Background: an optimization exercise with open tools, aiming at small area. Do not read the settings as production practice.
The RTL was checked by simulation tests, not by an equivalence proof against the original design.
Power is estimated from default activity; no workload was simulated.

==> design/flow/design.v <==
package drs_readout_pkg;
	localparam int N_CHIP = 8;
	localparam int CELL_W = 10;
	localparam int ADC_W = 12;
	localparam int READ_DEPTH = 30;
	localparam int ADC_LATENCY = 17;
	localparam logic [7:0] HEADER_BYTE = 8'hEB;
	localparam logic [7:0] TRAILER_BYTE = 8'h75;
	localparam int EVENT_BYTES = 2 + 2 * N_CHIP + 2 * N_CHIP * READ_DEPTH + 1;
	typedef logic [ADC_W-1:0] adc_sample_t;
	typedef logic [CELL_W-1:0] stop_cell_t;
	typedef logic [$clog2(READ_DEPTH)-1:0] sample_index_t;
	typedef logic [$clog2(N_CHIP)-1:0] chip_index_t;
endpackage
`timescale 1ns/1ns
import drs_readout_pkg::*;
module readout_sequencer (
	input logic AD9222_FCO_P,
	input logic rst,
	input logic trig,
	input logic tx_full,
	output logic drs_rsrload,
	output logic drs_srclk,
	output logic busy,
	output logic tx_wr,
	output logic cell_shift,
	output logic row_write,
	output logic fmt,
	output logic [4:0] pos,
	output logic [8:0] byte_cnt,
	output logic [7:0] event_cnt
);
	localparam logic [2:0] ST_IDLE = 3'd0;
	localparam logic [2:0] ST_RUN0 = 3'd1;
	localparam logic [2:0] ST_RUN1 = 3'd2;
	localparam logic [2:0] ST_FMT = 3'd3;
	localparam logic [2:0] ST_DONE = 3'd4;
	logic [2:0] state;
	logic trig_q;
	logic pos_end;
	logic last_byte;
	assign pos_end = (pos == 5'd29);
	assign last_byte = (byte_cnt[8:4] == 5'd30) & ~byte_cnt[3];
	assign busy = (state != ST_IDLE);
	assign fmt = (state == ST_FMT);
	assign tx_wr = fmt & ~tx_full;
	assign row_write = (state == ST_RUN1);
	assign drs_rsrload = (state == ST_RUN0) & (pos == 5'd3);
	assign drs_srclk = ((state == ST_RUN0) & (pos != 5'd3)) | ((state == ST_RUN1) & (pos <= 5'd12));
	assign cell_shift = (state == ST_RUN0) & (pos >= 5'd4) & (pos <= 5'd13);
	always_ff @(posedge AD9222_FCO_P) begin
		if (state == ST_IDLE) begin
			pos <= 5'd3;
			byte_cnt <= 9'd494;
		end else begin
			pos <= pos_end ? 5'd0 : pos + 5'd1;
			if (tx_wr) begin
				byte_cnt <= byte_cnt + 9'd1;
			end
		end
	end
	always_ff @(posedge AD9222_FCO_P) begin
		if (rst) begin
			state <= ST_IDLE;
			trig_q <= 1'b0;
			event_cnt <= '0;
		end else begin
			trig_q <= trig;
			case (state)
				ST_IDLE: begin
					if (trig & ~trig_q) begin
						state <= ST_RUN0;
					end
				end
				ST_RUN0: begin
					if (pos_end) state <= ST_RUN1;
				end
				ST_RUN1: begin
					if (pos_end) state <= ST_FMT;
				end
				ST_FMT: begin
					if (tx_wr) begin
						if (last_byte) state <= ST_DONE;
					end
				end
				ST_DONE: begin
					event_cnt <= event_cnt + 8'd1;
					state <= ST_IDLE;
				end
				default: begin
					state <= ST_IDLE;
				end
			endcase
		end
	end
endmodule
`timescale 1ns/1ns
`timescale 1ns/1ns
`timescale 1ns/1ns
import drs_readout_pkg::*;
module sample_buffer (
	input logic AD9222_FCO_P,
	input logic [drs_readout_pkg::N_CHIP-1:0][drs_readout_pkg::ADC_W-1:0] adc_data,
	input logic [drs_readout_pkg::N_CHIP-1:0] drs_srout,
	input logic row_write,
	input logic cell_shift,
	input logic fmt,
	input logic tx_wr,
	input logic [4:0] pos,
	input logic [8:0] byte_cnt,
	output logic [drs_readout_pkg::ADC_W-1:0] rd_word
);
	localparam int HALF = READ_DEPTH / 2;
	logic [READ_DEPTH-1:0][N_CHIP-1:0][ADC_W-1:0] ring;
	logic [N_CHIP-1:0][ADC_W-1:0] stage;
	logic [4:0] row;
	logic [4:0] row_next;
	logic [2:0] chip;
	logic lo_sel;
	logic [4:0] pos_half;
	logic at0_cur, at0_next, at1_cur, at1_next;
	always_ff @(posedge AD9222_FCO_P) begin
		for (int i = 0; i < READ_DEPTH - 1; i++) begin
			ring[i] <= ring[i+1];
		end
		ring[READ_DEPTH-1] <= row_write ? adc_data : ring[0];
	end
	assign row = byte_cnt[8:4];
	assign row_next = row + 5'd1;
	assign chip = byte_cnt[3:1];
	assign lo_sel = byte_cnt[0];
	assign pos_half = (pos < 5'd15) ? pos + 5'd15 : pos - 5'd15;
	assign at0_cur = (pos == row);
	assign at0_next = (pos == row_next);
	assign at1_cur = (pos_half == row);
	assign at1_next = (pos_half == row_next);
	logic [N_CHIP-1:0] take;
	logic [N_CHIP-1:0] sel;
	logic [N_CHIP-1:0][ADC_W-1:0] stage_d;
	always_comb begin
		for (int c = 0; c < N_CHIP; c++) begin
			if (c < chip || (c == chip && lo_sel && tx_wr)) begin
				take[c] = fmt & (at0_next | at1_next);
				sel[c] = cell_shift | (fmt & ~at0_next & at1_next);
			end else begin
				take[c] = fmt & (at0_cur | at1_cur);
				sel[c] = cell_shift | (fmt & ~at0_cur & at1_cur);
			end
			stage_d[c] = ({ADC_W{~take[c] & ~sel[c]}} & stage[c])
				| ({ADC_W{~take[c] & sel[c]}} & {stage[c][ADC_W-2:0], drs_srout[c]})
				| ({ADC_W{take[c] & ~sel[c]}} & ring[0][c])
				| ({ADC_W{take[c] & sel[c]}} & ring[HALF][c]);
		end
	end
	always_ff @(posedge AD9222_FCO_P) begin
		stage <= stage_d;
	end
	assign rd_word = stage[chip];
endmodule
`timescale 1ns/1ns
import drs_readout_pkg::*;
module event_formatter (
	input logic [8:0] byte_cnt,
	input logic [7:0] event_cnt,
	input drs_readout_pkg::adc_sample_t rd_word,
	output logic [7:0] tx_data
);
	logic [4:0] row;
	assign row = byte_cnt[8:4];
	always_comb begin
		if (row == 5'd30) begin
			if (!byte_cnt[3]) begin
				tx_data = TRAILER_BYTE;
			end else if (!byte_cnt[0]) begin
				tx_data = HEADER_BYTE;
			end else begin
				tx_data = event_cnt;
			end
		end else if (byte_cnt[0]) begin
			tx_data = rd_word[7:0];
		end else if (row == 5'd31) begin
			tx_data = {6'b0, rd_word[9:8]};
		end else begin
			tx_data = {4'b0, rd_word[11:8]};
		end
	end
endmodule
`timescale 1ns/1ns
import drs_readout_pkg::*;
module drs_readout_top (
	input logic AD9222_FCO_P,
	input logic rst,
	input logic trig,
	input logic [drs_readout_pkg::N_CHIP-1:0] drs_srout,
	input logic [drs_readout_pkg::N_CHIP-1:0][drs_readout_pkg::ADC_W-1:0] adc_data,
	input logic tx_full,
	output logic drs_rsrload,
	output logic drs_srclk,
	output logic [7:0] tx_data,
	output logic tx_wr,
	output logic busy
);
	logic cell_shift;
	logic row_write;
	logic fmt;
	logic [4:0] pos;
	logic [8:0] byte_cnt;
	logic [7:0] event_cnt;
	drs_readout_pkg::adc_sample_t rd_word;
	readout_sequencer readout_sequencer_i (
		.AD9222_FCO_P(AD9222_FCO_P),
		.rst(rst),
		.trig(trig),
		.tx_full(tx_full),
		.drs_rsrload(drs_rsrload),
		.drs_srclk(drs_srclk),
		.busy(busy),
		.tx_wr(tx_wr),
		.cell_shift(cell_shift),
		.row_write(row_write),
		.fmt(fmt),
		.pos(pos),
		.byte_cnt(byte_cnt),
		.event_cnt(event_cnt)
	);
	sample_buffer sample_buffer_i (
		.AD9222_FCO_P(AD9222_FCO_P),
		.adc_data(adc_data),
		.drs_srout(drs_srout),
		.row_write(row_write),
		.cell_shift(cell_shift),
		.fmt(fmt),
		.tx_wr(tx_wr),
		.pos(pos),
		.byte_cnt(byte_cnt),
		.rd_word(rd_word)
	);
	event_formatter event_formatter_i (
		.byte_cnt(byte_cnt),
		.event_cnt(event_cnt),
		.rd_word(rd_word),
		.tx_data(tx_data)
	);
endmodule
==> design/flow/flow/run.sh <==
#!/bin/bash
# Standard layout, with small port buffers and a leaner clock tree (no dummy loads).
set -euo pipefail
export BUFFER_PORTS_ARGS="-buffer_cell sky130_fd_sc_hd__buf_1"
export CTS_ARGS="-sink_clustering_enable -repair_clock_nets -dont_use_dummy_load -buf_list sky130_fd_sc_hd__clkbuf_8 -sink_buffer_max_cap_derate 0.1 -sink_clustering_size 20 -sink_clustering_max_diameter 35"
bash standard.sh > standard.log 2>&1
==> design/flow/standard.sh <==
#!/bin/bash
# synth_recipe.tcl (not shown) runs the flow's synth.tcl, then flattens the netlist and writes it again
# the make line also repeats each setting of config.mk as NAME=value (left out here)
make -C /OpenROAD-flow-scripts/flow DESIGN_CONFIG=/design/flow/config.mk WORK_HOME=/design/flow/orfs CLKGATE_MAP_FILE= SYNTH_SCRIPT=/design/flow/synth_recipe.tcl "${@:-finish}"
==> design/flow/config.mk <==
export PLATFORM = sky130hd
export DESIGN_NAME = drs_readout_top
export DESIGN_NICKNAME = drs_readout_top
export VERILOG_FILES = /design/flow/design.v
export SDC_FILE = /design/flow/constraint.sdc
export NUM_CORES = 4
export LEC_CHECK = 0
export CAP_MARGIN = 20
export CORE_MARGIN = 2
export CORE_UTILIZATION = 75
export PLACE_DENSITY = 0.85
export SLEW_MARGIN = 20
==> design/flow/constraint.sdc <==
create_clock -name core_clock -period 10.0 [get_ports {AD9222_FCO_P}]
set_input_delay 2.0000 -clock core_clock [delete_from_list [all_inputs] [get_ports {AD9222_FCO_P}]]
set_output_delay 2.0000 -clock core_clock [all_outputs]
set_load 0.01 [all_outputs]
==> run notes <==
## layer usage
metal | part of all wire, % | wire length, um | track usage (%)
met2 | 48 | 57100 | 42.8
met5 | 0.028 | 34 | 0
met4 | 4.5 | 5390 | 11.9
met1 | 41 | 49100 | 34.3
met3 | 7.1 | 8530 | 5.79
## power breakdown
part / internal, mW / total [mW] / switching [mW]
logic: 0.117 / 0.218 / 0.101
clock network: 1.86 / 5.19 / 3.33
registers: 12.0 / 12.2 / 0.143
total: 14.0 / 17.6 / 3.57
## worst register-to-register path, stage by stage, from the launching register on
cell and delay, ns:
dfxtp_1 0.54, ha_1 0.32, and3_1 0.20, ha_1 0.29
xor2_1 0.26, xnor2_1 0.11, a2bb2oi_1 0.28, a2111o_1 0.19
or2_0 0.73, mux2i_1 0.30, a2111oi_4 0.87, a221o_1 0.33
## registers in the layout (all words and copies together), names as in the netlist
| name | flops |
|---|---|
| readout_sequencer_i.pos | 5 |
| readout_sequencer_i.state | 3 |
| readout_sequencer_i.trig_q | 1 |
| sample_buffer_i.stage | 96 |
| readout_sequencer_i.byte_cnt | 9 |
| readout_sequencer_i.event_cnt | 8 |
| sample_buffer_i.ring | 2880 |
## through the flow
stage,power (mW),area [um^2]
floorplan,12.5,65600
global placement,12.6,67200
finish,17.6,70200
CTS,17.6,70100
detailed placement,12.6,67200
global route,18.0,70200
## cell type report
cell class / instances / area [um^2]
inverter: 7 / 26.3
timing repair buffer: 127 / 507
clock buffer: 208 / 2860
multi-input combinational: 574 / 5240
fill: 3551 / 16600
antenna: 6 / 15.0
sequential: 3002 / 60100
tap: 1155 / 1450
## cell families after synthesis
kind of cell / share of synthesized area (%)
adders and majority gates: 0.153
buffers and inverters: 0.547
DFF: 91.6
muxes: 2.79
xor gates and xnor gates: 0.475
AOI/OAI and AO/OA: 3.38
and+or+nand+nor: 1.04
## layout by cell type (no fill, tap or decap), types with 4 or more instances in the layout
cell type     n
a21oi_1      10
nor2_1       31
mux2i_1      11
o22ai_1       5
mux4_2       23
buf_4         8
mux2_2       97
xnor2_1      17
diode_2       6
nor3b_1       4
nand2_1      35
clkbuf_8    208
nand4_1      10
ha_1          8
xor2_1       16
dfxtp_1    3000
and3_1        8
a221o_1      96
inv_1         7
a22o_1       96
mux2i_2      11
o21ai_1       5
o21ai_0      15
nand3_1      14
nor3_1        9
buf_1       119
## how the worst max path moves through the flow
stage	end	slack, ns	cells after the start	startpoint
3_5_place_dp	sample_buffer_i.stage[36]$_DFF_P_	5.04	7	tx_full
6_report	tx_data[1]	4.17	5	readout_sequencer_i.byte_cnt[1]$_SDFFE_PP1P_
4_1_cts	tx_data[1]	4.10	5	readout_sequencer_i.byte_cnt[1]$_SDFFE_PP1P_
3_3_place_gp	tx_wr	5.24	3	tx_full
5_1_grt	tx_data[1]	3.97	5	readout_sequencer_i.byte_cnt[1]$_SDFFE_PP1P_
2_1_floorplan	tx_data[1]	5.55	7	readout_sequencer_i.byte_cnt[1]$_SDFFE_PP1P_
==> impl_metrics.py <==
metrics = {
    "timing": {
        "relSlewSlack_pct": 25.4,
        "min_period_ns": 5.83,
        "finalSetupViolations": 0,
        "tns_ns": 0,
        "finalCritPeriodShare_pct": 58.3,
        "worstMarginPinSlew_ns": 1.12,
        "final-hold-violation-count": 0,
        "whs_ns": 0.254,
        "finalClockSkew_ns": 0.0966,
        "finalWorstSetupSlack_ns": 4.17,
        "rsz0062_at_grt": "no",
        "slew_violations": 0,
        "fmax_ghz": 0.172,
    },
    "clock_tree": {
        "post_cts_resize_count": 0,
        "cts_tree": "yes",
        "cts_buffer_depth": 3,
        "cts.sinks": 3002,
        "cts_root_buf": "clkbuf_8",
        "post_cts_buffers": 0,
        "clock_latency_ns": 0.88,
        "htree_num_levels": 4,
        "cts_buffers": 208,
        "cts_hold_buffers": 0,
        "clk_pin_slew_ns": 0.10,
    },
    "die": {
        "die_height_um": 300,
        "num_rows": 108,
        "pin_count": 120,
        "die_w_um": 300,
        "coreArea_mm2": 0.0868,
        "initial_utilization_pct": 75.6,
        "dieArea_mm2": 0.0898,
    },
    "synth": {
        "synth.net_count": 3777,
        "synth_most_common_cell": "dfxtp_1",
        "netlist_instances": 3661,
        "syn_area_mm2": 0.0656,
        "synth_cell_types": 54,
        "synth_edf_count": 0,
        "synthDominantCellAreaShare_pct": 91.6,
        "yosys.area.top_type": "dfxtp_1",
        "yosysSeqAreaShare_pct": 91.6,
        "ys_warn_count": 3,
        "synth_area_per_cell_um2": 17.9,
        "ys_ff_latch": 3002,
        "synth_top_cells_by_area": "dfxtp_1 92%, mux2_2 1.7%, a221o_1 1.5%",
        "ys_async_sr_fraction_pct": 0,
        "synth_commonest_cells": "3002 x dfxtp_1, 97 x mux2_2, 96 x a221o_1, 96 x a22o_1, 57 x clkbuf_1",
        "synth_ff_type": "dfxtp_1",
    },
    "outcome": {
        "status": "finished clean",
    },
    "worst_hold_path": {
        "min_path_cells": 0,
        "hold_path_class": "reg -> reg",
        "worstHoldStart": "sample_buffer_i.ring[2857]$_DFF_P_",
        "hold_end": "sample_buffer_i.ring[2761]$_DFF_P_",
    },
    "worst_setup_path": {
        "timing.rr.end": "sample_buffer_i.stage[15]$_DFF_P_",
        "end_kind": "output pin",
        "startpoint_type": "flop",
        "crit_fanout": 30,
        "criticalPathCategory": "reg -> out",
        "worstRegToRegCells": 11,
        "critPathBufInv": 1,
        "crit_path_top_delay_cell": "dfxtp_2",
        "crit_family": "compound AO/OA/AOI/OAI gates",
        "worstReg2RegStart": "readout_sequencer_i.byte_cnt[4]$_SDFFE_PP0P_",
        "required_ns": 8.00,
        "slowest_delay_ns": 0.94,
        "worstPathCellList": "mux2i_1 > o311ai_0 > o22ai_1 > o31ai_1 > buf_1",
        "crit_arrival_ns": 3.83,
        "rrSetupSlack_ns": 5.53,
    },
    "global_route": {
        "overflow": 0,
        "antenna_found_initial": 19,
        "grt_pass1_vias": 28100,
        "grt_pass1_wl_um": 172000,
        "grt.total_usage_pct": 26.3,
        "grt_max_degree": 81,
    },
    "detailed_routing": {
        "via_per_inst": 5.35,
        "dr.pass1.iters": 7,
        "drc": 0,
        "drt_iter0_markers": 2452,
        "num_vias": 27200,
        "ant_nets": 0,
        "wirelength_um": 120000,
        "wire_per_inst_um": 23.6,
    },
    "power_and_ir_drop": {
        "p_leak_nw": 27.8,
        "ir_drop_mv": 0.166,
        "p_per_area_mw_per_mm2": 250,
    },
    "final_layout": {
        "nets": 4036,
        "final_cells": 5079,
        "area_growth_pct": 7.02,
        "drive_gt1_share_pct": 9.16,
        "utilization_pct": 80.9,
    },
    "placed_design": {
        "gp_congestion": 0.866,
        "place_inst": 4865,
        "port_buffers": 119,
        "dp_slack_ns": 5.04,
        "dpl.hpwl_um": 73200,
    },
    "flow_run": {
        "maxCapViolCount": 0,
    },
}

==> re-timing with driven ports <==
How much do the figures lean on ideal ports? The routed layout below was timed once more, with nothing changed but the port constraints.
Step 1 assumes that a clkbuf_16 drives the clock port and a buf_2 every other input.
Step 2 times the ports against the registers' clock, not the clock port: input delays grow and output delays shrink by t, the midpoint of the rising clock arrivals with the driver on.
Slacks: no drivers / after step 1 / after step 2; pairs: no drivers / after step 1.
t, ns: 0.909
setup slack, ns: 4.172 / 4.108 / 5.017
clock arrival spread, ns: 0.118 / 0.118
worst slew at a driven data input, ns: 0.12
cell pins on the clock port's net: 1
After both steps this run still meets setup and hold. The setup slack of this run moves by -0.064 ns with the drivers and by +0.845 ns with both steps.
